This is an optimization exercise on Yosys and OpenROAD, whose aim is small area, a short achievable clock period and few clock cycles, not a production implementation.
The RTL was checked by simulation tests, not by an equivalence proof against the original design.
Power is estimated from default activity; no workload was simulated.

File: flow/run.sh
#!/bin/bash
# synth_recipe.tcl (not shown) runs the flow's synth.tcl, then flattens the netlist and writes it again
# the make line also repeats each setting of config.mk as NAME=value (left out here)
make -C /OpenROAD-flow-scripts/flow DESIGN_CONFIG=/design/flow/config.mk WORK_HOME=/design/flow/orfs CLKGATE_MAP_FILE= SYNTH_SCRIPT=/design/flow/synth_recipe.tcl finish
File: flow/config.mk
export PLATFORM = sky130hd
export DESIGN_NAME = box_smoothing_3x3_edge_mean
export DESIGN_NICKNAME = box_smoothing_3x3_edge_mean
export VERILOG_FILES = /design/flow/design.v
export SDC_FILE = /design/flow/constraint.sdc
export NUM_CORES = 4
export LEC_CHECK = 0
export CAP_MARGIN = 20
export CORE_MARGIN = 2
export CORE_UTILIZATION = 65
export CTS_CLUSTER_DIAMETER = 60
export CTS_CLUSTER_SIZE = 30
export PLACE_DENSITY = 0.75
export SETUP_SLACK_MARGIN = 3.9
export SLEW_MARGIN = 20
File: flow/constraint.sdc
create_clock -name core_clock -period 6.5 [get_ports {clk}]
set_input_delay 1.3000 -clock core_clock [delete_from_list [all_inputs] [get_ports {clk}]]
set_output_delay 1.3000 -clock core_clock [all_outputs]
set_load 0.01 [all_outputs]
File: flow/design.v
package bsm_pkg;
  localparam int PIX_W  = 8;    
  localparam int POS_W  = 4;    
  localparam int SIZE_W = 5;    
  localparam int CS_W   = 10;   
  localparam int SUM_W  = 12;   
endpackage
module bsm_ram #(
  parameter int WIDTH = 8
) (
  input  logic             clk,
  input  logic             wr,
  input  logic [WIDTH-1:0] wdata,
  input  logic [3:0]       seg,
  output logic [WIDTH-1:0] tail,
  output logic [WIDTH-1:0] tail_next
);
  logic [WIDTH-1:0] head;
  logic [WIDTH-1:0] s1;
  logic [WIDTH-1:0] sg2 [2];
  logic [WIDTH-1:0] sg4 [4];
  logic [WIDTH-1:0] sg6 [6];
  logic [WIDTH-1:0] t0;
  logic [WIDTH-1:0] m1, m2, m3, m4;
  assign m1 = seg[0] ? s1     : head;
  assign m2 = seg[1] ? sg2[1] : m1;
  assign m3 = seg[2] ? sg4[3] : m2;
  assign m4 = seg[3] ? sg6[5] : m3;
  assign tail_next = t0;
  always_ff @(posedge clk) begin
    head   <= wr ? wdata : tail;
    s1     <= head;
    sg2[0] <= m1;
    sg2[1] <= sg2[0];
    sg4[0] <= m2;
    for (int i = 1; i < 4; i++) sg4[i] <= sg4[i-1];
    sg6[0] <= m3;
    for (int i = 1; i < 6; i++) sg6[i] <= sg6[i-1];
    t0     <= m4;
    tail   <= tail_next;
  end
endmodule
import bsm_pkg::*;
module bsm_div
(
  input  logic              clk,
  input  logic              rst,
  input  logic              adv,
  input  logic              sv,
  input  logic [SUM_W-1:0]  s,
  input  logic              n9,       
  input  logic              n6,
  input  logic              n4,
  output logic              dv,
  output logic [PIX_W-1:0]  q
);
  logic        xv, x9, y9;
  logic [13:0] x, xa, xb;
  logic [16:0] x7;
  logic [13:0] y;
  logic [19:0] m;
  assign xa = n4 ? {s[10:0], 3'd0} : {s, 2'd0};
  assign xb = (n6 ? 14'({s, 1'b0}) : 14'd0) | (n4 ? 14'(s) : 14'd0);
  assign x7 = {x, 3'd0} - 17'(x);
  assign m  = {y, 6'd0} + 20'(y) + (y9 ? 20'd1088 : 20'd1280);
  assign q  = m[18:11];
  always_ff @(posedge clk) begin
    if (adv) begin
      x  <= xa + xb;
      x9 <= n9;
      y  <= x7[16:3];
      y9 <= x9;
    end
    if (rst) begin
      xv <= 1'b0;
      dv <= 1'b0;
    end else if (adv) begin
      xv <= sv;
      dv <= xv;
    end
  end
endmodule
import bsm_pkg::*;
module bsm_dp
(
  input  logic              clk,
  input  logic              rst,
  input  logic              adv,
  input  logic              ev,
  input  logic              flush,
  input  logic              mask_b,
  input  logic              rows3,
  input  logic              c0,
  input  logic              c1,
  input  logic              cl,
  input  logic [PIX_W-1:0]  pix,
  input  logic [PIX_W-1:0]  up1,
  input  logic [PIX_W-1:0]  up1_next,
  input  logic [PIX_W-1:0]  up2_next,
  output logic              sv,       
  output logic [SUM_W-1:0]  s,
  output logic              s_n9,     
  output logic              s_n6,
  output logic              s_n4
);
  logic [PIX_W:0]    ab;
  logic [CS_W-1:0]   cs, w0, w1, w2;
  logic [CS_W:0]     pair;
  logic              jv, jc1, jcl, jrows3, ep, hr3, r3, c3;
  assign r3 = jv ? jrows3 : hr3;
  assign c3 = jv && !jc1;
  assign cs = CS_W'(flush ? '0 : pix) + (mask_b ? CS_W'(up1) : CS_W'(ab));
  always_ff @(posedge clk) begin
    ab <= (PIX_W+1)'(up1_next) + (PIX_W+1)'(up2_next);
    if (adv) begin
      if (ev) begin
        if (c0) begin
          w2 <= cs;
        end else begin
          w0 <= cs;
          w1 <= c1 ? w2 : w0;
        end
      end
      pair   <= c1 ? (CS_W+1)'(w2) : (CS_W+1)'(w0) + (CS_W+1)'(w1);
      jc1    <= c1;
      jcl    <= cl;
      jrows3 <= rows3;
      s       <= SUM_W'(w0) + (ep ? SUM_W'(w1) : SUM_W'(pair));
      if (jv) begin
        hr3 <= jrows3;
      end
      s_n9 <= r3 && c3;
      s_n6 <= r3 != c3;
      s_n4 <= !r3 && !c3;
    end
    if (rst) begin
      jv <= 1'b0;
      ep <= 1'b0;
      sv <= 1'b0;
    end else if (adv) begin
      jv <= ev && !c0;
      ep <= jv && jcl;
      sv <= jv || ep;
    end
  end
endmodule
import bsm_pkg::*;
module bsm_ctrl
(
  input  logic              clk,
  input  logic              rst,
  input  logic              cfg_write,
  input  logic [SIZE_W-1:0] image_size,
  input  logic              in_valid,
  output logic              in_stall,
  input  logic [PIX_W-1:0]  pixel,
  input  logic              adv,        
  input  logic              adv_next,   
  output logic [3:0]        side_m1,
  output logic [3:0]        seg,
  output logic [PIX_W-1:0]  pix_q,
  output logic              wr,         
  output logic              ev,         
  output logic              ev_fl,      
  output logic              flushing,   
  output logic              mask_b,     
  output logic              rows3,      
  output logic              c0,         
  output logic              c1,         
  output logic              cl          
);
  logic              pv;
  logic [3:0]        row, col, hd, fcol;
  logic              r1, rg1;    
  logic              s2;         
  logic              acc, pv_n, aligned, flush_ok, last_w, fl_done;
  logic [3:0]        row_n, col_n, hd_n, fcol_n;
  logic              flushing_n, ok_next;
  logic              row0, col0, col_last, row_last, hd_last, hd_wrap, rephase;
  assign row0     = (row == 4'd0);
  assign col0     = (col == 4'd0);
  assign col_last = (col == side_m1);
  assign row_last = (row == side_m1);
  assign hd_last  = (hd == side_m1);
  assign hd_wrap  = s2 ? (hd == 4'd2) : hd_last;
  assign rephase  = row0 && col0 && !flushing;
  assign aligned  = (hd == col) || rephase;
  assign flush_ok = !flushing || row0;
  assign wr       = pv && adv && aligned && flush_ok;
  assign ev_fl    = flushing && adv && (hd == fcol);
  assign ev       = (wr && !row0) || ev_fl;
  assign mask_b   = !flushing && r1;
  assign rows3    = !flushing && rg1;
  assign c0       = (hd == 4'd0);
  assign c1       = (hd == 4'd1);
  assign cl       = hd_last;
  assign last_w   = wr && row_last && col_last;
  assign fl_done  = ev_fl && hd_last;
  assign acc  = in_valid && !in_stall;
  assign pv_n = acc || (pv && !wr);
  always_comb begin
    row_n = row;
    col_n = col;
    if (wr) begin
      if (col_last) begin
        col_n = 4'd0;
        row_n = row_last ? 4'd0 : row + 4'd1;
      end else begin
        col_n = col + 4'd1;
      end
    end
    if (cfg_write) begin
      row_n = 4'd0;
      col_n = 4'd0;
    end
    if (wr && rephase) begin
      hd_n = 4'd1;
    end else begin
      hd_n = hd_wrap ? 4'd0 : hd + 4'd1;
    end
    flushing_n = flushing;
    fcol_n     = fcol;
    if (ev_fl) begin
      fcol_n = fcol + 4'd1;
    end
    if (fl_done) begin
      flushing_n = 1'b0;
    end
    if (last_w) begin
      flushing_n = 1'b1;
      fcol_n     = 4'd0;
    end
  end
  assign ok_next = acc && ((wr && !(s2 && col_last)) || (!pv && rephase));
  always_ff @(posedge clk) begin
    if (acc) begin
      pix_q <= pixel;
    end
    s2     <= (side_m1 == 4'd1);
    seg[3] <= (side_m1 >= 4'd8);
    seg[2:0] <= (side_m1 >= 4'd8) ? 3'(side_m1 - 4'd8) :
                (side_m1 == 4'd1) ? 3'd0 : 3'(side_m1 - 4'd2);
    if (rst) begin
      side_m1  <= 4'd15;
      pv       <= 1'b0;
      row      <= 4'd0;
      r1       <= 1'b0;
      rg1      <= 1'b0;
      col      <= 4'd0;
      hd       <= 4'd0;
      fcol     <= 4'd0;
      flushing <= 1'b0;
      in_stall <= 1'b0;
    end else begin
      if (cfg_write) begin
        if (image_size[4]) begin
          side_m1 <= 4'd15;
        end else if (image_size[3:1] == 3'd0) begin
          side_m1 <= 4'd1;
        end else begin
          side_m1 <= image_size[3:0] - 4'd1;
        end
      end
      pv       <= pv_n;
      row      <= row_n;
      r1       <= (row_n == 4'd1);
      rg1      <= (row_n > 4'd1);
      col      <= col_n;
      hd       <= hd_n;
      fcol     <= fcol_n;
      flushing <= flushing_n;
      in_stall <= pv_n && !(adv_next && ok_next);
    end
  end
endmodule
import bsm_pkg::*;
module box_smoothing_3x3_edge_mean
#(
  parameter int MAX_SIDE = 16
) (
  input  logic              clk,
  input  logic              rst,
  input  logic              cfg_write,
  input  logic [SIZE_W-1:0] image_size,
  input  logic              in_valid,
  output logic              in_stall,
  input  logic [PIX_W-1:0]  pixel,
  output logic              out_valid,
  input  logic              out_stall,
  output logic [PIX_W-1:0]  smoothed,
  output logic [POS_W-1:0]  out_row,
  output logic [POS_W-1:0]  out_col,
  output logic              last_of_run,
  output logic              frame_done
);
  logic             adv, adv_next, skid_v, skid_v_n;
  logic [PIX_W-1:0] skid_q;
  logic [3:0]       side_m1, seg;
  logic [PIX_W-1:0] pix_q, up1, up2, up1_next, up2_next;
  logic             wr, ev, ev_fl, flush, mask_b, rows3, c0, c1, cl;
  logic             sv, s_n9, s_n6, s_n4, dv;
  logic [SUM_W-1:0] s;
  logic [PIX_W-1:0] q;
  logic             out_free, inc, xfer;
  logic [3:0]       nrow, ncol;
  assign adv      = !skid_v;
  assign inc      = dv && adv;
  assign out_free = !out_valid || !out_stall;
  assign xfer     = out_valid && !out_stall;
  assign skid_v_n = skid_v ? !out_free : (inc && !out_free);
  assign adv_next = !skid_v_n;
  bsm_ctrl u_ctrl (
    .clk       (clk),
    .rst       (rst),
    .cfg_write (cfg_write),
    .image_size(image_size),
    .in_valid  (in_valid),
    .in_stall  (in_stall),
    .pixel     (pixel),
    .adv       (adv),
    .adv_next  (adv_next),
    .side_m1   (side_m1),
    .seg       (seg),
    .pix_q     (pix_q),
    .wr        (wr),
    .ev        (ev),
    .ev_fl     (ev_fl),
    .flushing  (flush),
    .mask_b    (mask_b),
    .rows3     (rows3),
    .c0        (c0),
    .c1        (c1),
    .cl        (cl)
  );
  bsm_ram #(.WIDTH(PIX_W)) u_up1 (
    .clk  (clk),
    .wr   (wr),
    .wdata(pix_q),
    .seg  (seg),
    .tail (up1),
    .tail_next(up1_next)
  );
  bsm_ram #(.WIDTH(PIX_W)) u_up2 (
    .clk  (clk),
    .wr   (wr),
    .wdata(up1),
    .seg  (seg),
    .tail (up2),
    .tail_next(up2_next)
  );
  bsm_dp u_dp (
    .clk    (clk),
    .rst    (rst),
    .adv    (adv),
    .ev     (ev),
    .flush  (flush),
    .mask_b (mask_b),
    .rows3  (rows3),
    .c0     (c0),
    .c1     (c1),
    .cl     (cl),
    .pix    (pix_q),
    .up1    (up1),
    .up1_next(up1_next),
    .up2_next(up2_next),
    .sv     (sv),
    .s      (s),
    .s_n9   (s_n9),
    .s_n6   (s_n6),
    .s_n4   (s_n4)
  );
  bsm_div u_div (
    .clk  (clk),
    .rst  (rst),
    .adv  (adv),
    .sv   (sv),
    .s    (s),
    .n9   (s_n9),
    .n6   (s_n6),
    .n4   (s_n4),
    .dv   (dv),
    .q    (q)
  );
  always_comb begin
    if (out_col == side_m1) begin
      ncol = 4'd0;
      nrow = (out_row == side_m1) ? 4'd0 : out_row + 4'd1;
    end else begin
      ncol = out_col + 4'd1;
      nrow = out_row;
    end
  end
  always_ff @(posedge clk) begin
    if (adv) begin
      skid_q <= q;
    end
    if (out_free) begin
      smoothed <= skid_v ? skid_q : q;
    end
    if (rst) begin
      skid_v      <= 1'b0;
      out_valid   <= 1'b0;
      out_row     <= 4'd0;
      out_col     <= 4'd0;
      last_of_run <= 1'b1;
      frame_done  <= 1'b0;
    end else begin
      skid_v <= skid_v_n;
      if (out_free) begin
        out_valid <= skid_v || inc;
      end
      if (cfg_write) begin
        out_row     <= 4'd0;
        out_col     <= 4'd0;
        last_of_run <= !(image_size <= SIZE_W'(2));
        frame_done  <= 1'b0;
      end else if (xfer) begin
        out_row     <= nrow;
        out_col     <= ncol;
        frame_done  <= (nrow == side_m1) && (ncol == side_m1);
        if (ncol == side_m1) begin
          last_of_run <= (nrow != side_m1 - 4'd1);
        end else if (ncol == side_m1 - 4'd1) begin
          last_of_run <= 1'b0;
        end else begin
          last_of_run <= (nrow != side_m1);
        end
      end
    end
  end
endmodule
==> run notes, run 1 <==
* Final period utilization at 42.9%
* Mapped Avg Cell Area at 12.2 um^2
* R2r worst-path depth at 11
* Pin count of the biggest net entering global routing at 64
* VDD IR-drop max at 370 uV
* Register area at 0.00964 mm^2
* CP arrival at 3.08 ns
* Most used DFF post-synth: dfxtp_1
* DRT antenna net count at 0
* Port Buffers at 37
* Worst-path clk slew at 0.10 ns
* Slew headroom at 32.7%
* Fmax at 0.359 GHz
* Outcome: no timing/DRC/antenna violations
* Routed vias at 9559
* Hold crit path type: reg2reg
* Fin area at 0.0187 mm^2
* Initial DRC count at 473
* Area Overhead vs Synth at 16.3%
* First-pass GRT wire length at 46200 um
* Wire length per cell at 17.0 um
* Sequential area share after synthesis at 59.6%
* Lkg Pwr at 7.69 nW
* Fin nets at 1503
* Worst path required time at 6.79 ns
* Vias in the first global route at 9573
* Multi-input combinational cell area at 0.00658 mm^2
* Drt drc at 0
* Share of layout cells above drive strength 1 at 21.0%
* All-Layer GR Usage at 21.8%
* Mapped cell area at 0.0161 mm^2
* RSZ-0062 raised after global routing: yes
* Die Ht at 161 um
* Most common cell after layout, fill and taps aside: dfxtp_1
* Setup CP Type: reg2reg
* Layout Skew at 0.0233 ns
* Core area at 0.0243 mm^2
* Syn nets at 1435
* Starting Density at 66.2%
* Slew @ Worst Pin at 1.01 ns
* Die width at 161 um
* Crit-path max FO at 4
* Placement Cell Area at 0.0168 mm^2
* Pre-antenna DRT Iters at 5
* Initial antenna violation count at 0
* Fillers at 1532
* Most frequent cells in the layout: dfxtp_1, edfxtp_1, mux2_2
* CTS Buf Count at 26
* Yosys Warn Count at 8
* Fin crit period at 2.79 ns
* Synth area leaders: dfxtp_1, edfxtp_1, ha_1
* Std-Cell Rows at 57
* H-tree Lvls at 1
* IO Count at 38
* Worst Hold Depth at 0
* Die area at 0.0260 mm^2
* Non-filler cells, final at 1732
* Post-synth cell types at 70
* Grt total ovfl at 0
* Synth Instances at 1320
* Post-synth EDFFs at 106
* Yosys reg bits at 426
* DP HPWL at 18000 um
* Post-synth top area cell: dfxtp_1
* Diode count at 0
* Vias per inst at 5.52
* Synth async-reset ratio at 0%
* Max-Cap Viols at 0
* Routed WL at 29500 um
* Clock Tree Buf Depth at 3
* Fin. Hold Viols at 0
* Power density cells at 456 mW/mm^2
* Crit path launch type: flip-flop
* Clock latency on the worst-skew pair at 0.56 ns
* Setup TNS at 0 ns
* Clk root buf: clkbuf_16
* Top-area cell type share of the netlist area at 39.8%
* CTS tree: yes
* RePlAce Congestion at 0.820
* Slew Viols, Final at 0
* CTS Hold Bufs at 0
* Sink Count at 426
* Setup crit end kind: flip-flop
* Placed Cells at 1640
* Final number of setup-violating endpoints at 0
==> critical path: stages, from the launching register on <==
cell       delay [ns]
edfxtp_1         0.46
inv_2            0.10
fa_2             0.44
ha_4             0.29
nand2_4          0.05
o21ai_4          0.17
a2111oi_4        0.11
buf_4            0.16
o31ai_4          0.34
nand3_1          0.15
xor2_1           0.16
o21ai_1          0.10
==> registers in the layout, summed over array words and instances, names as in the netlist, 11 cells and up <==
register	flops
u_div.y	14
u_up2.sg6	48
u_dp.s	12
u_up1.sg4	32
u_dp.pair	11
u_up1.sg6	48
u_up2.sg4	32
u_up1.sg2	16
u_div.x	14
u_up2.sg2	16
==> Yosys cell counts (10+ instances only) <==
| cell | count |
|---|---|
| a21o_1 | 15 |
| a21oi_1 | 51 |
| a22o_1 | 11 |
| and2_1 | 10 |
| clkbuf_1 | 28 |
| dfxtp_1 | 320 |
| edfxtp_1 | 106 |
| ha_1 | 91 |
| inv_1 | 61 |
| mux2_1 | 10 |
| mux2_2 | 97 |
| mux2i_1 | 10 |
| nand2_1 | 72 |
| nand2b_1 | 16 |
| nand3_1 | 15 |
| nor2_1 | 78 |
| nor2b_1 | 19 |
| nor3_1 | 27 |
| o21ai_0 | 52 |
| xnor2_1 | 61 |
| xor2_1 | 36 |
==> timing repair <==
action,in CTS,in global routing
setup buffers,17,23
gates resized for setup,88,65
cloned,1,3
pin swaps,22,37
endpoints found under the setup margin,121,121
==> path summary, 6_finish.rpt <==
kind,startpoint,endpoint,slack [ns]
setup / recovery,u_div.y9,smoothed[7],3.71
hold / removal,u_up2.sg6[0][7],u_up2.sg6[1][7],0.33
setup reg to reg,u_div.y9,smoothed[7],3.71
hold reg to reg,u_up2.sg6[0][7],u_up2.sg6[1][7],0.33
==> metrics by stage <==
| stage | util (%) | hold slack (ns) | setup WS, ns | power [mW] |
|---|---|---|---|---|
| 3_3_place_gp | 68.9 | 0.310 | 3.30 | 6.02 |
| 6_report | 77.0 | 0.325 | 3.71 | 8.54 |
| 5_1_grt | 77.0 | 0.334 | 3.62 | 8.99 |
| 4_1_cts | 74.9 | 0.330 | 3.71 | 8.35 |
| 2_1_floorplan | - | 0.310 | 3.82 | 5.57 |
| 3_5_place_dp | 68.9 | 0.312 | 3.12 | 6.12 |
==> kinds of logic (layout without fill, tap and decap cells) <==
family | Yosys count | after routing | share of synthesized area (%)
AND/OR/NAND/NOR | 287 | 287 | 8.94
multiplexers | 117 | 117 | 8.11
buffers and inverters | 105 | 191 | 2.59
AO/OA/AOI/OAI | 191 | 193 | 7.70
flip-flops | 426 | 426 | 59.6
XOR/XNOR | 97 | 97 | 5.28
adder cells (fa/ha/maj) | 97 | 97 | 7.82
==> cell type report <==
cell class	instances	share of cell area, %
tap	324	2.17
timing repair buffer	82	4.23
clock buffer	31	3.80
clock inverter	17	1.89
sequential	426	51.5
multi-input combinational	791	35.1
inverter	61	1.26
==> report_power, final <==
part	switching, mW	leakage [nW]	internal [mW]
combinational	1.24	3.44	1.20
sequential	0.346	3.75	3.79
clock	1.03	0.498	0.929
==> layer usage <==
layer | share of wire (%) | track usage (%)
met1 | 44 | 27.5
met2 | 51 | 39.8
met3 | 3.5 | 2.57
met4 | 2.4 | 5.64
met5 | 0 | 0
Testbench counts, summed over its fixed seeds: cycles 10,935.
==> inputs of run 2 (changes only) <==
--- a/flow/config.mk
+++ b/flow/config.mk
@@ -9,7 +9,8 @@
 export CORE_MARGIN = 2
 export CORE_UTILIZATION = 65
-export CTS_CLUSTER_DIAMETER = 60
-export CTS_CLUSTER_SIZE = 30
+export CTS_BUF_LIST = sky130_fd_sc_hd__clkbuf_8
+export CTS_CLUSTER_SIZE = 25
 export PLACE_DENSITY = 0.75
 export SETUP_SLACK_MARGIN = 3.9
 export SLEW_MARGIN = 20
+export TNS_END_PERCENT = 5
==> run notes, run 2 <==
* Max-Cap Viols at 0 (unchanged)
* Slowest-stage cell, CP: clkdlybuf4s50_1
* FF-to-FF Start: u_div.y9
* Routed vias at 9579 (+0.21%)
* Initial DRC count at 515 (+8.9%)
* Mapped cell area at 0.0161 mm^2 (unchanged)
* Critical path launch point: out_col[0]
* CTS Buf Count at 66 (+150%)
* Pint at 6.09 mW (+2.9%)
* Vias in the first global route at 9813 (+2.5%)
* Drt drc at 0 (unchanged)
* Fin. Hold Viols at 0 (unchanged)
* Fin nets at 1516 (+0.86%)
* Synth Instances at 1320 (unchanged)
* Most frequent cells in the layout: dfxtp_1, edfxtp_1, mux2_2
* Final core occ at 76.0% (-0.99 points)
* Pre-CTS setup slack at 3.16 ns (+0.0344 ns)
* Clock latency on the worst-skew pair at 0.58 ns (+0.02 ns)
* Fmax at 0.355 GHz (-1.1%)
* Post-synth cell types at 70 (unchanged)
* Starting Density at 66.2% (unchanged)
* Diode count at 0 (unchanged)
* Std-Cell Rows at 57 (unchanged)
* Outcome: no timing/DRC/antenna violations
* Hold crit path type: reg2reg
* First-pass GRT wire length at 46500 um (+0.69%)
* Worst-path cell chain: clkdlybuf4s50_1
* Post-synth EDFFs at 106 (unchanged)
* Worst hold start: u_up2.sg4[0][5]
* Share of layout cells above drive strength 1 at 18.7% (-2.3 points)
* Worst path required time at 5.20 ns (-1.59 ns)
* Slew Viols, Final at 0 (unchanged)
* Setup TNS at 0 ns (unchanged)
* RePlAce Congestion at 0.841 (+2.6%)
* RSZ-0062 raised after global routing: yes
* CP top delay family: buffers and inverters
* Mapped Avg Cell Area at 12.2 um^2 (unchanged)
* Sw Ratio at 28.7% (-2.0 points)
* Core area at 0.0243 mm^2 (unchanged)
* Port Buffers at 37 (unchanged)
* Sw Pwr at 2.46 mW (-6.3%)
* All-Layer GR Usage at 22.0% (+0.24 points)
* Final WS setup at 3.68 ns (-0.0302 ns)
* CTS Hold Bufs at 0 (unchanged)
* Post-synth top area cell: dfxtp_1
* Vias per inst at 5.39 (-2.3%)
* Slew headroom at 28.0% (-4.8 points)
* DRT antenna net count at 0 (unchanged)
* Syn nets at 1435 (unchanged)
* Pin count of the biggest net entering global routing at 65 (+1.6%)
* Sequential Power Share at 48.5% (about the same)
* Initial antenna violation count at 0 (unchanged)
* CP arrival at 1.52 ns (-1.56 ns)
* Sink Count at 426 (unchanged)
* Synth async-reset ratio at 0% (unchanged)
* Logic gate share of total power at 25.3% (-3.3 points)
* Hold_ws at 0.320 ns (-0.00488 ns)
* Setup CP Type: reg2out
* Top-count cell post-synth: dfxtp_1
* Biggest regs: u_up1.sg6: 48 flops, u_up2.sg6: 48 flops
* Top-area cell type share of the netlist area at 39.8% (unchanged)
* Clk root buf: clkbuf_8
* Yosys reg bits at 426 (unchanged)
* Power density cells at 463 mW/mm^2 (+1.4%)
* Worst-path clk slew at 0.06 ns (-0.04 ns)
* Area Overhead vs Synth at 14.8%
* Final period utilization at 43.3% (+0.46 points)
* Fillers at 1608 (+5.0%)
* Clk network pwr share at 26.2% (+3.2 points)
* Sequential area share after synthesis at 59.6% (unchanged)
* Synth area leaders: dfxtp_1, edfxtp_1, ha_1
* Routed WL at 28500 um (-3.6%)
* Slew @ Worst Pin at 1.08 ns (+0.0715 ns)
* Most common cell after layout, fill and taps aside: dfxtp_1
* Setup crit end kind: output pin
* Layout Skew at 0.0343 ns (+0.0110 ns)
* CTS tree: yes
* Final number of setup-violating endpoints at 0 (unchanged)
* Crit path buf inv count at 1 (-1)
* Die area at 0.0260 mm^2 (unchanged)
* Crit-path max FO at 10 (+6)
* CP peak stage delay at 0.55 ns (+0.09 ns)
* Fin crit period at 2.82 ns (+0.0302 ns)
* Grt total ovfl at 0 (unchanged)
* Lkg Pwr at 7.68 nW (about the same)
* Die Ht at 161 um (unchanged)
* Commonest cells in the netlist: dfxtp_1, edfxtp_1, mux2_2
* Pre-antenna DRT Iters at 5 (unchanged)
* IO Count at 38 (unchanged)
* VDD IR-drop max at 364 uV (-1.6%)
* H-tree Lvls at 3 (+2)
* Die width at 161 um (unchanged)
* Yosys Warn Count at 8 (unchanged)
* DP HPWL at 18400 um (+2.2%)
* Wire length per cell at 16.0 um (-6.0%)
* Clock Tree Buf Depth at 3 (unchanged)
* Crit path launch type: flip-flop
* Most used DFF post-synth: dfxtp_1
run 2: cell counts after synthesis:
Identical to the previous run, type by type.
run 2: kinds of logic after synthesis:
family | synth area share (%)
muxes | 8.11
adders and majority gates | 7.82
xor gates and xnor gates | 5.28
DFF | 59.6
buffers and inverters | 2.59
AOI/OAI and AO/OA | 7.70
and+or+nand+nor | 8.94
run 2: through the flow:
stage | power (mW) | area, um^2 | cells
floorplan | 5.55 | 16100 | 1320
global placement | 6.02 | 16700 | 1639
detailed placement | 6.11 | 16700 | 1639
CTS | 8.46 | 18200 | 1768
global route | 9.07 | 18500 | 1776
finish | 8.55 | 18500 | 1776
run 2: final cells by class:
class	instances	area [um^2]	area share, %
Clock inverter	43	327	1.77
Sequential cell	426	9620	52.1
Multi-Input combinational cell	790	6310	34.2
Tap cell	324	405	2.19
Clock buffer	76	1050	5.66
Timing Repair Buffer	56	526	2.84
Inverter	61	236	1.28
run 2: worst paths after layout:
| path | slack (ns) | end | cells after the start |
|---|---|---|---|
| worst max-delay path | 3.68 | out_col[0] | 1 |
| worst min-delay path | 0.32 | u_up2.sg4[1][5] | 0 |
| worst max register to register | 3.72 | smoothed[4] | 10 |
| worst min register to register | 0.32 | u_up2.sg4[1][5] | 0 |
run 2: worst register-to-register path: stages, from the launching register on:
cell	delay (ns)
edfxtp_1	0.40
inv_2	0.07
fa_2	0.60
ha_4	0.21
nand2_4	0.06
o21ai_4	0.06
a2111oi_4	0.38
nor2_1	0.13
a21o_1	0.24
a211oi_2	0.25
o31ai_1	0.11
run 2: what timing repair did:
item / CTS / global route
hold endpoints to repair: 0 / 0
gates resized for setup: 28 / 41
gates cloned: 0 / 1
endpoints found under the setup margin: 126 / 126
setup buffers: 10 / 7
pin swaps: 4 / 12
run 2: power groups by stage:
stage,sequential [mW],combinational [mW],clock (mW)
6_report,4.15,2.16,2.24
4_1_cts,4.15,2.01,2.30
5_1_grt,4.24,2.41,2.42
3_5_place_dp,4.20,1.91,0
2_1_floorplan,4.05,1.50,0
3_3_place_gp,4.16,1.86,0
run 2: per-layer routing:
layer | GRT usage, % | wire (um)
met1 | 27.5 | 12600
met2 | 37.8 | 14000
met3 | 4.85 | 1260
met4 | 7.83 | 560
met5 | 0 | 0
==> inputs of run 3 (changes only) <==
--- a/flow/config.mk
+++ b/flow/config.mk
@@ -6,5 +6,5 @@
 export NUM_CORES = 4
 export LEC_CHECK = 0
-export CAP_MARGIN = 20
+export CAP_MARGIN = 0
 export CORE_MARGIN = 2
 export CORE_UTILIZATION = 65
@@ -13,4 +13,3 @@
 export PLACE_DENSITY = 0.75
 export SETUP_SLACK_MARGIN = 3.9
-export SLEW_MARGIN = 20
-export TNS_END_PERCENT = 5
+export SLEW_MARGIN = 0
==> run notes, run 3 <==
* Slew @ Worst Pin at 1.00 ns (-0.0761 ns)
* Final core occ at 76.9% (+0.97 points)
* Die Ht at 161 um (unchanged)
* Register area at 0.00964 mm^2 (+0.22%)
* Commonest cells in the netlist: dfxtp_1, edfxtp_1, mux2_2
* Crit-path max FO at 2 (-8)
* Clock latency on the worst-skew pair at 0.61 ns (+0.03 ns)
* Post-synth EDFFs at 106 (unchanged)
* Wire length per cell at 15.8 um (-1.4%)
* Clk root buf: clkbuf_8
* Crit path launch type: flip-flop
* Top-area cell type share of the netlist area at 39.8% (unchanged)
* Pre-CTS setup slack at 3.12 ns (-0.0344 ns)
* Fmax at 0.388 GHz (+9.3%)
* R2r worst-path depth at 10 (unchanged)
* Std-Cell Rows at 57 (unchanged)
* Hold crit path type: reg2reg
* Vias per inst at 5.40 (about the same)
* Yosys Warn Count at 8 (unchanged)
* Drt drc at 0 (unchanged)
* Port Buffers at 37 (unchanged)
* Initial DRC count at 361 (-30%)
* Area Overhead vs Synth at 16.2%
* Top sig layer: met4
* All-Layer GR Usage at 21.6% (-0.41 points)
* Core area at 0.0243 mm^2 (unchanged)
* CTS Hold Bufs at 0 (unchanged)
* Fillers at 1554 (-3.4%)
* Power density cells at 452 mW/mm^2 (-2.3%)
* RSZ-0062 raised after global routing: yes
* IO Count at 38 (unchanged)
* Initial antenna violation count at 0 (unchanged)
* Post-synth cell types at 70 (unchanged)
* Top-count cell post-synth: dfxtp_1
* Final WS setup at 3.92 ns (+0.239 ns)
* RePlAce Congestion at 0.820 (-2.6%)
* DRT antenna net count at 0 (unchanged)
* Most frequent cells in the layout: dfxtp_1, edfxtp_1, mux2_2
* Layout Skew at 0.0168 ns (-0.0176 ns)
* Outcome: no timing/DRC/antenna violations
* Setup TNS at 0 ns (unchanged)
* Max-Cap Viols at 0 (unchanged)
* Mapped Avg Cell Area at 12.2 um^2 (unchanged)
* Worst Hold Depth at 0 (unchanged)
* Most used DFF post-synth: dfxtp_1
* Biggest regs: u_up1.sg6: 48 flops, u_up2.sg6: 48 flops
* Sequential area share after synthesis at 59.6% (unchanged)
* Clock Tree Buf Depth at 3 (unchanged)
* Yosys reg bits at 426 (unchanged)
* Routed vias at 9650 (+0.74%)
* First-pass GRT wire length at 45700 um (-1.7%)
* Met2 routed WL at 14200 um (+1.2%)
* Multi-input combinational cell area at 0.00649 mm^2 (+2.8%)
* Diode count at 0 (unchanged)
* Sink Count at 426 (unchanged)
* Pin count of the biggest net entering global routing at 64 (-1.5%)
* Routed wl met3 at 1030 um (-19%)
* Setup CP Type: reg2reg
* Synth async-reset ratio at 0% (unchanged)
* Worst path required time at 6.84 ns (+1.64 ns)
* Vias in the first global route at 9741 (-0.73%)
* Fin crit period at 2.58 ns (-0.239 ns)
* Synth Instances at 1320 (unchanged)
* Final number of setup-violating endpoints at 0 (unchanged)
* H-tree Lvls at 2 (-1)
* Die area at 0.0260 mm^2 (unchanged)
* Slew Viols, Final at 0 (unchanged)
* DP HPWL at 18000 um (-2.2%)
* VDD IR-drop max at 382 uV (+4.9%)
* Worst-path clk slew at 0.06 ns (about the same)
* Final period utilization at 39.7% (-3.7 points)
* Pre-antenna DRT Iters at 5 (unchanged)
* Grt total ovfl at 0 (unchanged)
* Syn nets at 1435 (unchanged)
* Lkg Pwr at 7.83 nW (+1.9%)
* Fin. Hold Viols at 0 (unchanged)
* Pwr Total at 8.45 mW (-1.1%)
* CP arrival at 2.92 ns (+1.40 ns)
* Starting Density at 66.2% (unchanged)
* Routed WL at 28300 um (-0.73%)
* Setup crit end kind: flip-flop
* Synth area leaders: dfxtp_1, edfxtp_1, ha_1
* Fin nets at 1537 (+1.4%)
* Die width at 161 um (unchanged)
* Mapped cell area at 0.0161 mm^2 (unchanged)
* Most common cell after layout, fill and taps aside: dfxtp_1
* Slew headroom at 33.1% (+5.1 points)
* Metal-1 WL at 12400 um (-2.0%)
* CTS Buf Count at 61 (-7.6%)
* CTS tree: yes
* Post-synth top area cell: dfxtp_1
* Share of layout cells above drive strength 1 at 22.1% (+3.3 points)
==> run 3: final timing paths <==
kind / startpoint / endpoint / slack (ns)
hold / removal: u_up2.sg6[1][1] / u_up2.sg6[2][1] / 0.32
setup / recovery: u_div.y9 / smoothed[4] / 3.92
setup reg to reg: u_div.y9 / smoothed[4] / 3.92
hold reg to reg: u_up2.sg6[1][1] / u_up2.sg6[2][1] / 0.32
==> run 3: metrics by stage <==
stage	hold WS, ns	std cells	cell area [um^2]
4_1_cts	0.322	1765	18300
2_1_floorplan	0.310	1320	16200
3_5_place_dp	0.312	1640	16800
3_3_place_gp	0.310	1640	16800
6_report	0.320	1788	18700
5_1_grt	0.324	1788	18700
==> run 3: worst max-delay path: stages (launching register included) <==
cell and delay, ns:
edfxtp_1 0.44, inv_2 0.09, fa_2 0.45, ha_4 0.18, nor2_4 0.10, o21ai_4 0.08
a2111oi_4 0.34, nor2_1 0.11, a21o_1 0.21, a211oi_2 0.20, o31ai_1 0.12
==> run 3: cells by family after synthesis <==
kind of cell               share of synthesized area (%)
and+or+nand+nor                                     8.94
AOI/OAI and AO/OA                                   7.70
adders and majority gates                           7.82
buffers and inverters                               2.59
muxes                                               8.11
xor gates and xnor gates                            5.28
DFF                                                 59.6
==> run 3: layout make-up <==
cell class	count	area share, %
Clock inverter	33	1.10
Multi-Input combinational cell	791	34.7
Timing Repair Buffer	81	3.94
Sequential cell	426	51.5
Inverter	61	1.28
Tap cell	324	2.17
Clock buffer	72	5.30
==> run 3: power breakdown <==
| group | switching [mW] | internal [mW] | total, mW |
|---|---|---|---|
| sequential | 0.335 | 3.79 | 4.13 |
| combinational | 1.14 | 1.16 | 2.30 |
| clock | 0.939 | 1.08 | 2.02 |
==> run 3: per-layer routing <==
layer | vias up | track usage (%)
met5 | - | 0
li1 | 4823 | -
met4 | 0 | 6.90
met1 | 4597 | 27.1
met2 | 168 | 38.3
met3 | 62 | 3.44
==> run 3: timing repair <==
action                                  4_1_cts  5_1_grt
endpoints found under the hold margin         0        0
setup buffers                                19       22
gates resized for setup                      84       67
cloned                                        1        1
endpoints found under the setup margin      119      102
pin swaps                                    25       28
==> inputs of run 4 (changes only) <==
--- a/flow/config.mk
+++ b/flow/config.mk
@@ -6,4 +6,5 @@
 export NUM_CORES = 4
 export LEC_CHECK = 0
+export ABC_AREA = 1
 export CAP_MARGIN = 0
 export CORE_MARGIN = 2
==> run notes, run 4 <==
* Crit path launch type: flip-flop
* Port Buffers at 37 (unchanged)
* VDD IR-drop max at 302 uV (-21%)
* RePlAce Congestion at 0.866 (+5.6%)
* Vias per inst at 5.24 (-3.0%)
* Yosys reg bits at 426 (unchanged)
* CTS Hold Bufs at 0 (unchanged)
* Post-synth top area cell: dfxtp_1
* Crit path buf inv count at 1 (unchanged)
* CP top delay family: flip-flops
* Synth area leaders: dfxtp_1, edfxtp_1, nand2_1
* Post-synthesis mux area share at 1.11% (-7.0 points)
* IO Count at 38 (unchanged)
* Placed Cells at 1996 (+22%)
* Worst-path cell chain: dlygate4sd2_1
* Routed vias at 11100 (+15%)
* Worst path required time at 5.20 ns (-1.64 ns)
* Slew @ Worst Pin at 1.10 ns (+0.0966 ns)
* Clk root buf: clkbuf_8
* CP arrival at 1.26 ns (-1.66 ns)
* Pint at 5.66 mW (-6.2%)
* Fillers at 1716 (+10%)
* Logic gate share of total power at 25.9% (-1.3 points)
* Yosys Warn Count at 8 (unchanged)
* Slowest-stage cell, CP: dfxtp_2
* DP HPWL at 20900 um (+16%)
* Pre-antenna DRT Iters at 7 (+2)
* Register area at 0.00962 mm^2 (-0.23%)
* Sw Pwr at 2.58 mW (+6.8%)
* Fin nets at 1872 (+22%)
* Mapped cell area at 0.0163 mm^2 (+0.98%)
* Worst-path clk slew at 0.06 ns (about the same)
* Hold crit path type: reg2reg
* Clock Tree Buf Depth at 3 (unchanged)
* Sequential area share after synthesis at 59.0% (-0.58 points)
* Fin. Hold Viols at 0 (unchanged)
* Pin count of the biggest net entering global routing at 72 (+13%)
* CTS tree: yes
* Area Overhead vs Synth at 13.4%
* Drt drc at 0 (unchanged)
* Sw Ratio at 31.3% (+2.7 points)
* Fmax at 0.390 GHz (+0.51%)
* Post-synth cell types at 50 (-29%)
* Slew headroom at 26.6% (-6.4 points)
* Setup TNS at 0 ns (unchanged)
* Vias in the first global route at 11000 (+13%)
* Most used DFF post-synth: dfxtp_1
* CP peak stage delay at 0.40 ns (-0.05 ns)
* Main combinational cell family by area after synthesis: simple AND/OR/NAND/NOR gates
* Commonest cells in the netlist: nand2_1, dfxtp_1, inv_1
* Std-Cell Rows at 57 (unchanged)
* Layout Skew at 0.0371 ns (+0.0203 ns)
* Setup CP Type: reg2out
* Max-Cap Viols at 0 (unchanged)
* Top-count cell post-synth: nand2_1
* DRT antenna net count at 0 (unchanged)
* Syn nets at 1786 (+24%)
* Final period utilization at 39.5% (-0.20 points)
* Biggest regs: u_up1.sg6: 48 flops, u_up2.sg6: 48 flops
* Post-synth EDFFs at 106 (unchanged)
* Outcome: no timing/DRC/antenna violations
* Routed WL at 30900 um (+9.4%)
* Diode count at 0 (unchanged)
* Initial antenna violation count at 0 (unchanged)
* CTS Buf Count at 66 (+8.2%)
* Sequential Power Share at 47.7% (-1.1 points)
* Share of layout cells above drive strength 1 at 10.8% (-11 points)
* Post-synthesis compound-gate area fraction at 8.37% (+0.66 points)
* Multi-input combinational cell area at 0.00591 mm^2 (-8.9%)
* Synth Area in Simple Gates at 15.0% (+6.1 points)
* First-pass GRT wire length at 51500 um (+13%)
* Post-synthesis adder-cell area fraction at 7.74% (-0.076 points)
* All-Layer GR Usage at 24.0% (+2.4 points)
* Most frequent cells in the layout: nand2_1, dfxtp_1, inv_1
* H-tree Lvls at 3 (+1)
* Grt total ovfl at 0 (unchanged)
* Clk network pwr share at 26.4% (+2.5 points)
* Fin crit period at 2.56 ns (-0.0130 ns)
* Lkg Pwr at 8.50 nW (+8.6%)
* Slew Viols, Final at 0 (unchanged)
* Fin area at 0.0184 mm^2 (-1.5%)
* Mapped Avg Cell Area at 9.73 um^2 (-20%)
* Setup crit end kind: output pin
* XOR/XNOR Fraction of Synth Area at 3.61% (-1.7 points)
* Synth Instances at 1671 (+27%)
* Final number of setup-violating endpoints at 0 (unchanged)
* Synth async-reset ratio at 0% (unchanged)
* Die area at 0.0263 mm^2 (+0.96%)
* Crit-path max FO at 7 (+5)
* Starting Density at 66.5% (+0.26 points)
* Die Ht at 162 um (+0.48%)
* Initial DRC count at 847 (+130%)
* Wire length per cell at 14.5 um (-8.0%)
* Most common cell after layout, fill and taps aside: nand2_1
* Core area at 0.0245 mm^2 (+0.59%)
* RSZ-0062 raised after global routing: yes
* Top-area cell type share of the netlist area at 39.4% (-0.39 points)
* Clock latency on the worst-skew pair at 0.60 ns (about the same)
* Sink Count at 426 (unchanged)
* Die width at 162 um (+0.48%)
* Power density cells at 447 mW/mm^2 (-1.0%)
* Non-filler cells, final at 2127 (+19%)
* Pwr Total at 8.24 mW (-2.5%)
* Placement Cell Area at 0.0169 mm^2 (+0.64%)
[run 4: cell types whose count changed after synthesis, moves of 12 or more]
| cell | delta |
|---|---|
| mux2_2 | -81 |
| nand2_1 | +336 |
| a21o_1 | -12 |
| xor2_1 | +14 |
| nand2b_1 | -15 |
| a21oi_1 | +30 |
| nor2b_1 | -19 |
| nor2_1 | +37 |
| inv_1 | +108 |
| o21ai_0 | +50 |
| a31oi_1 | +17 |
| nand3_1 | +34 |
| xnor2_1 | -44 |
| nor3_1 | -18 |
[run 4: path summary, 6_finish.rpt]
check	start	end	slack (ns)	cells after the start
max	out_row[2]	out_row[2]	3.94	1
min	u_up2.sg6[4][4]	u_up2.sg6[5][4]	0.31	0
max reg2reg	u_div.y[8]	smoothed[7]	4.07	11
min reg2reg	u_up2.sg6[4][4]	u_up2.sg6[5][4]	0.31	0
[run 4: through the flow]
step	utilization [%]	hold slack (ns)	setup WS (ns)
5_1_grt	75.3	0.325	3.82
4_1_cts	74.6	0.311	3.90
3_5_place_dp	69.0	0.312	3.08
2_1_floorplan	-	0.310	3.95
3_3_place_gp	69.0	0.310	3.12
6_report	75.3	0.310	3.94
[run 4: area by class of cell]
type / instances / share of cell area, %
flip-flops and latches: 426 / 52.2
multi-input cells: 1032 / 32.1
clock buffers: 82 / 6.12
inverters: 174 / 3.63
repair buffers: 57 / 2.71
well taps: 324 / 2.20
clock inverters: 32 / 1.07
[run 4: cells by family after synthesis]
logic type / Yosys count
multiplexers: 16
AO/OA/AOI/OAI: 243
XOR/XNOR: 67
buffers and inverters: 213
adder cells (fa/ha/maj): 97
AND/OR/NAND/NOR: 609
flip-flops: 426
[run 4: power by group through the flow]
stage	clock, mW	sequential, mW	combinational (mW)
global route	2.35	4.00	2.42
finish	2.17	3.93	2.14
floorplan	0	3.88	1.55
CTS	2.22	3.94	2.08
global placement	0	3.95	1.98
detailed placement	0	3.99	2.04
[run 4: routing by layer]
metal	part of all wire, %	track usage (%)	up-vias
met2	51	42.3	240
met3	4.5	4.88	43
li1	-	-	5636
met5	0	0	-
met4	1.4	6.84	0
met1	44	30.2	5220
[run 4: repair_timing]
item,4_1_cts,5_1_grt
pin swaps,1,5
gates cloned,0,0
resized for setup,43,31
setup endpoints to repair,62,55
setup buffers,6,11
==> inputs of run 5 (changes only) <==
--- a/flow/config.mk
+++ b/flow/config.mk
@@ -13,4 +13,4 @@
 export CTS_CLUSTER_SIZE = 25
 export PLACE_DENSITY = 0.75
-export SETUP_SLACK_MARGIN = 3.9
+export SETUP_SLACK_MARGIN = 4.0
 export SLEW_MARGIN = 0
==> run notes, run 5 <==
* Crit-path max FO at 2 (-5)
* FF-to-FF Start: u_ctrl.flushing
* Fin. Hold Viols at 0 (unchanged)
* CTS tree: yes
* Synth area leaders: dfxtp_1, edfxtp_1, nand2_1
* Grt total ovfl at 0 (unchanged)
* VDD IR-drop max at 325 uV (+7.7%)
* CP peak stage delay at 0.34 ns (-0.06 ns)
* Slew Viols, Final at 0 (unchanged)
* First-pass GRT wire length at 51100 um (-0.77%)
* Drt drc at 0 (unchanged)
* Die width at 162 um (unchanged)
* Core area at 0.0245 mm^2 (unchanged)
* Wire length per cell at 14.7 um (+1.1%)
* Fmax at 0.406 GHz (+4.1%)
* Hold crit path type: reg2reg
* H-tree Lvls at 3 (unchanged)
* Sink Count at 426 (unchanged)
* FF-to-FF End: u_dp.w2[8]
* Mapped cell area at 0.0163 mm^2 (unchanged)
* Clock latency on the worst-skew pair at 0.59 ns (about the same)
* Commonest cells in the netlist: nand2_1, dfxtp_1, inv_1
* Cell depth of the worst setup path at 1 (unchanged)
* Die Ht at 162 um (unchanged)
* R2r worst-path depth at 15 (+4)
* Slew headroom at 30.8% (+4.2 points)
* Std-Cell Rows at 57 (unchanged)
* CTS Buf Count at 67 (+1.5%)
* Die area at 0.0263 mm^2 (unchanged)
* Setup TNS at 0 ns (unchanged)
* DP HPWL at 20800 um (-0.68%)
* Critical Path End: in_stall
* Yosys Warn Count at 8 (unchanged)
* Setup CP Type: reg2out
* Most common cell after layout, fill and taps aside: nand2_1
* CP top delay family: flip-flops
* All-Layer GR Usage at 24.0% (-0.083 points)
* Starting Density at 66.5% (unchanged)
* Clock Tree Buf Depth at 3 (unchanged)
* Final number of setup-violating endpoints at 0 (unchanged)
* Final core occ at 76.4% (+1.1 points)
* Power density cells at 447 mW/mm^2 (about the same)
* Area Overhead vs Synth at 15.0%
* CTS Hold Bufs at 0 (unchanged)
* DRT antenna net count at 0 (unchanged)
* Top-count cell post-synth: nand2_1
* Most frequent cells in the layout: nand2_1, dfxtp_1, inv_1
* Crit path buf inv count at 1 (unchanged)
* Post-synth top area cell: dfxtp_1
* Pre-antenna DRT Iters at 5 (-2)
* Fin nets at 1893 (+1.1%)
* Biggest regs: u_up1.sg6: 48 flops, u_up2.sg6: 48 flops
* RSZ-0062 raised after global routing: yes
* Share of layout cells above drive strength 1 at 14.1% (+3.3 points)
* Critical path launch point: u_ctrl.in_stall
* Slowest-stage cell, CP: dfxtp_1
* Sequential area share after synthesis at 59.0% (unchanged)
* Vias per inst at 5.27 (+0.54%)
* Reg2reg setup slack at 4.04 ns (-0.03 ns)
* Routed WL at 31600 um (+2.2%)
* Setup crit end kind: output pin
* Initial DRC count at 931 (+9.9%)
* Yosys reg bits at 426 (unchanged)
* Layout Skew at 0.0376 ns (+0.000547 ns)
* Post-synth EDFFs at 106 (unchanged)
* Initial antenna violation count at 0 (unchanged)
* Max-Cap Viols at 0 (unchanged)
* Worst-path cell chain: clkdlybuf4s15_2
* Routed vias at 11300 (+1.6%)
* Mapped Avg Cell Area at 9.73 um^2 (unchanged)
* Pin count of the biggest net entering global routing at 72 (unchanged)
* Synth Instances at 1671 (unchanged)
* Fillers at 1655 (-3.6%)
* Lkg Pwr at 8.57 nW (+0.79%)
* Vias in the first global route at 11000 (-0.064%)
* Top-area cell type share of the netlist area at 39.4% (unchanged)
* CP arrival at 1.16 ns (-0.10 ns)
* RePlAce Congestion at 0.865 (-0.10%)
* Fin crit period at 2.46 ns (-0.102 ns)
* Worst-path clk slew at 0.06 ns (about the same)
* Synth async-reset ratio at 0% (unchanged)
* Port Buffers at 37 (unchanged)
* Final period utilization at 37.9% (-1.6 points)
* Post-synth cell types at 50 (unchanged)
* Slew @ Worst Pin at 1.04 ns (-0.0633 ns)
* Outcome: no timing/DRC/antenna violations
* Worst path required time at 5.20 ns (about the same)
* Crit path launch type: flip-flop
* Clk root buf: clkbuf_8
* Syn nets at 1786 (unchanged)
* Diode count at 0 (unchanged)
* Most used DFF post-synth: dfxtp_1
* IO Count at 38 (unchanged)
-- run 5: changes by cell type in the layout (fill, tap and decap cells not counted), moves of 4 or more --
cell / delta
dlygate4sd2_1: -18
o21ai_0: -6
dfxtp_4: +4
nand2_1: -7
buf_4: +18
nand2_2: +6
clkinv_1: +4
clkbuf_2: +6
buf_2: +4
clkdlybuf4s15_2: +9
-- run 5: per-stage QoR --
stage               total power [mW]  cells  hold slack (ns)  area [um^2]  setup slack (ns)
global placement                5.93   1996            0.310        16900              3.11
CTS                             8.28   2122            0.317        18400              4.00
detailed placement              6.02   1996            0.312        16900              3.09
global route                    8.87   2150            0.320        18700              3.91
floorplan                       5.43   1671            0.310        16300              4.02
finish                          8.35   2150            0.310        18700              4.04
-- run 5: logic make-up after synthesis --
logic type | share of synthesized area (%)
AO/OA/AOI/OAI | 8.37
XOR/XNOR | 3.61
adder cells (fa/ha/maj) | 7.74
buffers and inverters | 5.13
flip-flops | 59.0
multiplexers | 1.11
AND/OR/NAND/NOR | 15.0
-- run 5: worst min path at each step --
stage	start	endpoint	slack, ns	cells after the start
floorplan	u_up1.sg2[0][0]	u_up1.sg2[1][0]	0.31	0
global placement	u_up1.sg4[1][4]	u_up1.sg4[2][4]	0.31	0
detailed placement	u_up1.sg4[1][2]	u_up1.sg4[2][2]	0.31	0
CTS	u_up1.sg4[0][2]	u_up1.sg4[1][2]	0.32	0
global route	u_up1.sg2[0][7]	u_up1.sg2[1][7]	0.32	0
finish	u_up1.sg2[0][7]	u_up1.sg2[1][7]	0.31	0
-- run 5: layout make-up --
| type | instances | area [um^2] | area share [%] |
|---|---|---|---|
| sequential | 426 | 9630 | 51.5 |
| multi-input combinational | 1032 | 6010 | 32.1 |
| clock buffer | 81 | 1110 | 5.96 |
| inverter | 174 | 669 | 3.58 |
| timing repair buffer | 76 | 626 | 3.35 |
| tap | 324 | 405 | 2.17 |
| clock inverter | 36 | 230 | 1.23 |
| timing repair inverter | 1 | 7.51 | 0.0402 |
-- run 5: power by group --
part	total (mW)	internal, mW	leakage (nW)	switching (mW)
Combinational	2.21	0.889	4.06	1.32
Clock	2.22	1.19	0.743	1.03
Sequential	3.93	3.65	3.77	0.274
-- run 5: timing repair --
item	4_1_cts	5_1_grt
buffers inserted	9	26
pin swaps	1	24
resized for setup	92	60
endpoints found under the setup margin	97	76
gates cloned	0	2
-- run 5: per-layer routing --
layer  vias to the layer above  track usage, %  share of wire (%)  wire, um
met5                         -               0                  0         0
met4                         0            8.53                2.1       669
met3                        64            4.62                4.5      1420
met2                       251            42.5                 51     16000
met1                      5328            29.2                 43     13500
li1                       5677               -                  -         -
==> inputs of run 6 (changes only) <==
--- a/flow/config.mk
+++ b/flow/config.mk
@@ -6,6 +6,5 @@
 export NUM_CORES = 4
 export LEC_CHECK = 0
-export ABC_AREA = 1
-export CAP_MARGIN = 0
+export CAP_MARGIN = 20
 export CORE_MARGIN = 2
 export CORE_UTILIZATION = 65
@@ -14,3 +13,3 @@
 export PLACE_DENSITY = 0.75
 export SETUP_SLACK_MARGIN = 4.0
-export SLEW_MARGIN = 0
+export SLEW_MARGIN = 20
==> run notes, run 6 <==
* Starting Density at 66.2% (-0.26 points)
* CP peak stage delay at 0.54 ns (+0.20 ns)
* Pre-antenna DRT Iters at 5 (unchanged)
* Worst-path cell chain: inv_2, fa_1, ha_1, nand2_1, o21ai_2, a2111oi_4, nor2_2, a21o_1, a211oi_2, o31ai_2
* Clock Tree Buf Depth at 3 (unchanged)
* Std-Cell Rows at 57 (unchanged)
* Lkg Pwr at 8.15 nW (-4.8%)
* Fin nets at 1573 (-17%)
* Sink Count at 426 (unchanged)
* DP HPWL at 18400 um (-11%)
* Post-synth top area cell: dfxtp_1
* Layout Skew at 0.0358 ns (-0.00178 ns)
* Final core occ at 79.8% (+3.4 points)
* Fmax at 0.374 GHz (-7.9%)
* Yosys reg bits at 426 (unchanged)
* Clk network pwr share at 26.0% (-0.6 points)
* Crit path buf inv count at 1 (unchanged)
* Initial DRC count at 573 (-38%)
* Post-synth EDFFs at 106 (unchanged)
* Post-synthesis compound-gate area fraction at 7.70% (-0.66 points)
* CP top delay family: compound AO/OA/AOI/OAI gates
* Synth async-reset ratio at 0% (unchanged)
* Synth area leaders: dfxtp_1, edfxtp_1, ha_1
* Biggest regs: u_up1.sg6: 48 flops, u_up2.sg6: 48 flops
* Slew Viols, Final at 0 (unchanged)
* Logic gate share of total power at 27.4% (+1.0 points)
* DRT antenna net count at 0 (unchanged)
* Vias per inst at 5.47 (+3.9%)
* Sequential Power Share at 46.6% (-0.4 points)
* Syn nets at 1435 (-20%)
* Fillers at 1401 (-15%)
* Slew headroom at 26.6% (-4.3 points)
* Slowest-stage cell, CP: fa_1
* Fin crit period at 2.67 ns (+0.211 ns)
* Routed WL at 31000 um (-1.9%)
* Synth Instances at 1320 (-21%)
* XOR/XNOR Fraction of Synth Area at 5.28% (+1.7 points)
* Max-Cap Viols at 0 (unchanged)
* Final number of setup-violating endpoints at 0 (unchanged)
* Drt drc at 0 (unchanged)
* Most frequent cells in the layout: dfxtp_1, edfxtp_1, mux2_2
* Post-synthesis adder-cell area fraction at 7.82% (+0.076 points)
* Crit-path max FO at 2 (unchanged)
* Diode count at 0 (unchanged)
* Synth Area in Simple Gates at 8.94% (-6.1 points)
* Worst path required time at 6.82 ns (+1.62 ns)
* Die area at 0.0260 mm^2 (-0.95%)
* First-pass GRT wire length at 48900 um (-4.2%)
* Wire length per cell at 16.9 um (+15%)
* Mapped cell area at 0.0161 mm^2 (-0.97%)
* Worst-path clk slew at 0.07 ns (about the same)
* Commonest cells in the netlist: dfxtp_1, edfxtp_1, mux2_2
* Fin. Hold Viols at 0 (unchanged)
* Die width at 161 um (-0.47%)
* CP arrival at 2.99 ns (+1.83 ns)
* CTS tree: yes
* Sequential area share after synthesis at 59.6% (+0.58 points)
* CTS Buf Count at 66 (-1.5%)
* Pre-CTS setup slack at 3.21 ns (+0.120 ns)
* Sw Ratio at 29.4% (-2.1 points)
* IO Count at 38 (unchanged)
* Setup crit end kind: flip-flop
* H-tree Lvls at 3 (unchanged)
* Pin count of the biggest net entering global routing at 64 (-11%)
* Setup CP Type: reg2reg
* Die Ht at 161 um (-0.47%)
* Clock latency on the worst-skew pair at 0.60 ns (about the same)
* RSZ-0062 raised after global routing: yes
* Hold crit path type: reg2reg
* Sw Pwr at 2.61 mW (-0.37%)
* Routed vias at 10000 (-11%)
* Setup TNS at 0 ns (unchanged)
* Pint at 6.29 mW (+9.8%)
* Port Buffers at 37 (unchanged)
* Initial antenna violation count at 0 (unchanged)
* Slew @ Worst Pin at 1.10 ns (+0.0634 ns)
* RePlAce Congestion at 0.817 (-5.6%)
* Final period utilization at 41.1% (+3.2 points)
* Grt total ovfl at 0 (unchanged)
* All-Layer GR Usage at 23.4% (-0.55 points)
* Top-count cell post-synth: dfxtp_1
* Most common cell after layout, fill and taps aside: dfxtp_1
* Yosys Warn Count at 8 (unchanged)
* Share of layout cells above drive strength 1 at 27.9% (+14 points)
* Mapped Avg Cell Area at 12.2 um^2 (+25%)
* Crit path launch type: flip-flop
* Core area at 0.0243 mm^2 (-0.58%)
* Main combinational cell family by area after synthesis: simple AND/OR/NAND/NOR gates
* Post-synthesis mux area share at 8.11% (+7.0 points)
* Outcome: no timing/DRC/antenna violations
* Most used DFF post-synth: dfxtp_1
* Area Overhead vs Synth at 20.6%
* Top-area cell type share of the netlist area at 39.8% (+0.39 points)
* Vias in the first global route at 9976 (-9.1%)
* VDD IR-drop max at 434 uV (+33%)
* Final WS setup at 3.83 ns (-0.211 ns)
* Post-synth cell types at 70 (+40%)
* Clk root buf: clkbuf_8
* Power density cells at 459 mW/mm^2 (+2.6%)
run 6: cell count changes in the layout (fill, tap and decap cells not counted), moves of 18 or more:
cell     change
nand2_1    -327
nand3_1     -32
a21oi_1     -41
o21ai_0     -54
inv_1      -102
buf_4       +24
a31oi_1     -18
nor2_1      -38
mux2_2      +77
xnor2_1     +40
run 6: worst register-to-register path, stage by stage (launching register included):
cell and delay, ns:
edfxtp_1 0.39, inv_2 0.06, fa_1 0.54, ha_1 0.22
nand2_1 0.07, o21ai_2 0.08, a2111oi_4 0.40, nor2_2 0.07
a21o_1 0.24, a211oi_2 0.26, o31ai_2 0.09
run 6: power groups by stage:
stage / clock, mW / sequential (mW) / combinational [mW]
floorplan: 0 / 4.05 / 1.57
global placement: 0 / 4.16 / 1.92
detailed placement: 0 / 4.20 / 1.98
CTS: 2.36 / 4.15 / 2.21
global route: 2.49 / 4.24 / 2.67
finish: 2.31 / 4.15 / 2.44
run 6: kinds of logic after synthesis:
logic type	count (synthesis)
XOR/XNOR	97
multiplexers	117
AND/OR/NAND/NOR	287
adder cells (fa/ha/maj)	97
flip-flops	426
AO/OA/AOI/OAI	191
buffers and inverters	105
run 6: repair_timing:
item / 4_1_cts / 5_1_grt
pin swaps: 28 / 53
setup endpoints to repair: 131 / 106
hold buffers: 0 / 0
setup buffers: 45 / 24
cloned: 3 / 2
gates resized for setup: 131 / 87
run 6: area by class of cell:
type	instances	area, um^2	area share (%)
Sequential cell	426	9650	49.7
Multi-Input combinational cell	792	6690	34.5
Clock buffer	81	1110	5.74
Timing Repair Buffer	111	1000	5.17
Tap cell	324	405	2.09
Clock inverter	39	312	1.61
Inverter	61	235	1.21
run 6: through the flow:
stage,power (mW),std cells,hold WS [ns],instance area (um^2)
6_report,8.90,1834,0.312,19400
5_1_grt,9.40,1834,0.315,19400
4_1_cts,8.73,1808,0.309,18900
3_5_place_dp,6.18,1640,0.312,16800
3_3_place_gp,6.08,1640,0.310,16800
2_1_floorplan,5.61,1320,0.310,16300
run 6: final timing paths:
path	startpoint	to	slack, ns	cells past startpoint
max	u_div.y9	smoothed[4]	3.83	10
max reg2reg	u_div.y9	smoothed[4]	3.83	10
min reg2reg	u_up2.sg4[2][7]	u_up2.sg4[3][7]	0.31	0
min	u_up2.sg4[2][7]	u_up2.sg4[3][7]	0.31	0
run 6: per-layer routing:
metal  share of wire [%]  routed length [um]  track usage (%)  vias to the layer above
met1                  44               13800             29.9                     4837
met2                  49               15200             40.3                      215
met4                 2.1                 646             8.52                        0
met3                 4.2                1310             4.03                       62
met5                   0                   0                0                        -
li1                    -                   -                -                     4915
==> inputs of run 7 (changes only) <==
--- a/flow/config.mk
+++ b/flow/config.mk
@@ -12,4 +12,4 @@
 export CTS_CLUSTER_SIZE = 25
 export PLACE_DENSITY = 0.75
-export SETUP_SLACK_MARGIN = 4.0
+export SETUP_SLACK_MARGIN = 3.9
 export SLEW_MARGIN = 20
==> run notes, run 7 <==
* Commonest cells in the netlist: dfxtp_1, edfxtp_1, mux2_2
* Sw Ratio at 28.6% (-0.76 points)
* FF-to-FF End: smoothed[4]
* CP arrival at 2.92 ns (-0.07 ns)
* Post-synth cell types at 70 (unchanged)
* First-pass GRT wire length at 45700 um (-6.5%)
* Syn nets at 1435 (unchanged)
* Initial antenna violation count at 0 (unchanged)
* Drt drc at 0 (unchanged)
* Sw Pwr at 2.42 mW (-7.5%)
* Synth async-reset ratio at 0% (unchanged)
* Synth area leaders: dfxtp_1, edfxtp_1, ha_1
* DP HPWL at 18000 um (-2.1%)
* Clock latency on the worst-skew pair at 0.61 ns (about the same)
* Slew headroom at 32.7% (+6.2 points)
* Pwr Total at 8.45 mW (-5.0%)
* Initial DRC count at 406 (-29%)
* Power density cells at 451 mW/mm^2 (-1.6%)
* Clk root buf: clkbuf_8
* Hold_ws at 0.318 ns (+0.00568 ns)
* Critical path launch point: u_div.y9
* Setup crit end kind: flip-flop
* Fin nets at 1538 (-2.2%)
* Outcome: no timing/DRC/antenna violations
* Fin crit period at 2.58 ns (-0.0945 ns)
* Core area at 0.0243 mm^2 (unchanged)
* Area Overhead vs Synth at 16.4%
* IO Count at 38 (unchanged)
* FF-to-FF Start: u_div.y9
* Starting Density at 66.2% (unchanged)
* Yosys reg bits at 426 (unchanged)
* Diode count at 0 (unchanged)
* Wire length per cell at 15.9 um (-5.9%)
* Vias in the first global route at 9741 (-2.4%)
* Layout Skew at 0.0183 ns (-0.0176 ns)
* Sequential area share after synthesis at 59.6% (unchanged)
* VDD IR-drop max at 384 uV (-11%)
* Pre-CTS setup slack at 3.12 ns (-0.0898 ns)
* Final WS setup at 3.92 ns (+0.0945 ns)
* Clock Tree Buf Depth at 3 (unchanged)
* Pre-antenna DRT Iters at 4 (-1)
* Post-synth EDFFs at 106 (unchanged)
* Pint at 6.04 mW (-4.0%)
* Worst path required time at 6.84 ns (+0.02 ns)
* Worst hold endpoint: u_up2.sg6[2][5]
* Mapped cell area at 0.0161 mm^2 (unchanged)
* CTS Buf Count at 61 (-7.6%)
* Most frequent cells in the layout: dfxtp_1, edfxtp_1, mux2_2
* Max-Cap Viols at 0 (unchanged)
* Fin. Hold Viols at 0 (unchanged)
* Lkg Pwr at 7.83 nW (-4.0%)
* Clk network pwr share at 23.9% (-2.1 points)
* Routed WL at 28500 um (-8.2%)
* Biggest regs: u_up1.sg6: 48 flops, u_up2.sg6: 48 flops
* Sink Count at 426 (unchanged)
* Hold crit path type: reg2reg
* Worst hold start: u_up2.sg6[1][5]
* Logic gate share of total power at 27.3% (about the same)
* Worst-path clk slew at 0.06 ns (about the same)
* RePlAce Congestion at 0.820 (+0.38%)
* Grt total ovfl at 0 (unchanged)
* Pin count of the biggest net entering global routing at 64 (unchanged)
* Sequential Power Share at 48.8% (+2.2 points)
* CTS tree: yes
* Mapped Avg Cell Area at 12.2 um^2 (unchanged)
* Synth Instances at 1320 (unchanged)
* RSZ-0062 raised after global routing: yes
* Final number of setup-violating endpoints at 0 (unchanged)
* Top-count cell post-synth: dfxtp_1
* Final period utilization at 39.7% (-1.5 points)
* Slew @ Worst Pin at 1.01 ns (-0.0922 ns)
* Placed Cells at 1640 (unchanged)
* Non-filler cells, final at 1789 (-2.5%)
* Yosys Warn Count at 8 (unchanged)
* Port Buffers at 37 (unchanged)
* Vias per inst at 5.42 (-0.83%)
* Top-area cell type share of the netlist area at 39.8% (unchanged)
* Std-Cell Rows at 57 (unchanged)
* Routed vias at 9702 (-3.3%)
* Crit-path max FO at 2 (unchanged)
* Worst Hold Depth at 0 (unchanged)
* H-tree Lvls at 2 (-1)
* Fmax at 0.388 GHz (+3.7%)
* Die width at 161 um (unchanged)
* Slew Viols, Final at 0 (unchanged)
* Share of layout cells above drive strength 1 at 22.3% (-5.7 points)
* R2r worst-path depth at 10 (unchanged)
* Setup CP Type: reg2reg
* Die Ht at 161 um (unchanged)
* Die area at 0.0260 mm^2 (unchanged)
* All-Layer GR Usage at 21.6% (-1.8 points)
* Reg2reg setup slack at 3.92 ns (+0.09 ns)
* DRT antenna net count at 0 (unchanged)
* Most common cell after layout, fill and taps aside: dfxtp_1
* Most used DFF post-synth: dfxtp_1
* Setup TNS at 0 ns (unchanged)
* Post-synth top area cell: dfxtp_1
* Crit path launch type: flip-flop
[run 7: critical path: stages (launching register included)]
cell       delay (ns)
edfxtp_1         0.44
inv_2            0.09
fa_2             0.45
ha_4             0.18
nor2_4           0.10
o21ai_4          0.08
a2111oi_4        0.34
nor2_1           0.11
a21o_1           0.21
a211oi_2         0.20
o31ai_1          0.12
[run 7: timing repair]
item,in CTS,in global routing
gates cloned,1,1
setup buffers,19,23
setup endpoints to repair,119,103
pin swaps,25,29
hold buffers,0,0
gates resized for setup,84,71
[run 7: power by group through the flow]
stage                     Clock (mW)  Sequential (mW)  Combinational, mW
after floorplan                    0             4.05               1.52
after global placement             0             4.15               1.87
after detailed placement           0             4.19               1.93
after CTS                       2.08             4.15               2.14
after global routing            2.18             4.22               2.57
final                           2.02             4.13               2.31
[run 7: cell type report]
class	count	area, um^2
repair buffers	82	746
clock inverters	33	205
fillers	1551	5590
multi-input cells	791	6500
inverters	61	239
flip-flops and latches	426	9640
well taps	324	405
clock buffers	72	991
[run 7: worst max-delay path by stage]
stage,slack [ns],to,cells after the start
final,3.92,smoothed[4],10
after global routing,3.80,smoothed[4],10
after CTS,3.70,u_dp.w1[9],7
after detailed placement,3.12,u_dp.w0[8],11
after global placement,3.30,u_dp.w0[8],11
after floorplan,3.82,u_div.x[13],11
[run 7: cells by family (layout without fill, tap and decap cells)]
family / Yosys count / in the layout / share of synthesized area (%)
buf+inv: 105 / 248 / 2.59
xor+xnor: 97 / 97 / 5.28
flops: 426 / 426 / 59.6
fa+ha+maj: 97 / 97 / 7.82
mux: 117 / 117 / 8.11
simple gates: 287 / 287 / 8.94
compound gates: 191 / 193 / 7.70
[run 7: through the flow]
stage	utilization, %	area (um^2)
after floorplan	-	16200
after global placement	68.9	16800
after detailed placement	68.9	16800
after CTS	75.3	18300
after global routing	77.0	18700
final	77.0	18700
[run 7: routing by layer]
metal | GRT usage [%] | part of all wire [%]
met1 | 27.1 | 44
met2 | 38.3 | 50
met3 | 3.44 | 3.6
met4 | 6.90 | 2.5
met5 | 0 | 0

-- re-timing with driven ports --
The flow's constraints put no driver on any port. The routed layouts listed below were extracted and timed again, unchanged, in two steps. Step 1 assumes that a clkbuf_16 drives the clock port and a buf_2 every other input. Step 2 times the ports against the registers' clock, not the clock port: input delays grow and output delays shrink by t, the midpoint of the rising clock arrivals with the driver on. a / b / c = no drivers / after step 1 / after step 2; a / b = the first two.
run | t, ns | setup slack, ns | hold WS [ns] | worst setup path after step 2 | slew at the worst register clock pin (ns)
run 1 | 0.595 | 3.714 / 3.714 / 3.529 | 0.325 / 0.325 / 0.325 | input to register | 0.11 / 0.11
run 2 | 0.607 | 3.684 / 3.641 / 3.266 | 0.320 / 0.320 / 0.320 | input to register | 0.06 / 0.06
run 3 | 0.643 | 3.922 / 3.905 / 3.508 | 0.320 / 0.320 / 0.320 | input to register | 0.07 / 0.07
run 4 | 0.620 | 3.935 / 3.893 / 3.466 | 0.310 / 0.310 / 0.310 | input to register | 0.07 / 0.07
run 5 | 0.621 | 4.037 / 3.991 / 3.443 | 0.310 / 0.310 / 0.310 | input to register | 0.07 / 0.07
run 6 | 0.625 | 3.826 / 3.826 / 3.559 | 0.312 / 0.312 / 0.312 | input to register | 0.07 / 0.07
run 7 | 0.644 | 3.921 / 3.905 / 3.506 | 0.318 / 0.318 / 0.318 | input to register | 0.07 / 0.07
After both steps every run listed still meets setup and hold. For run 5, which loses most, drivers alone change the setup slack by -0.046 ns; drivers and shift together by -0.594 ns.
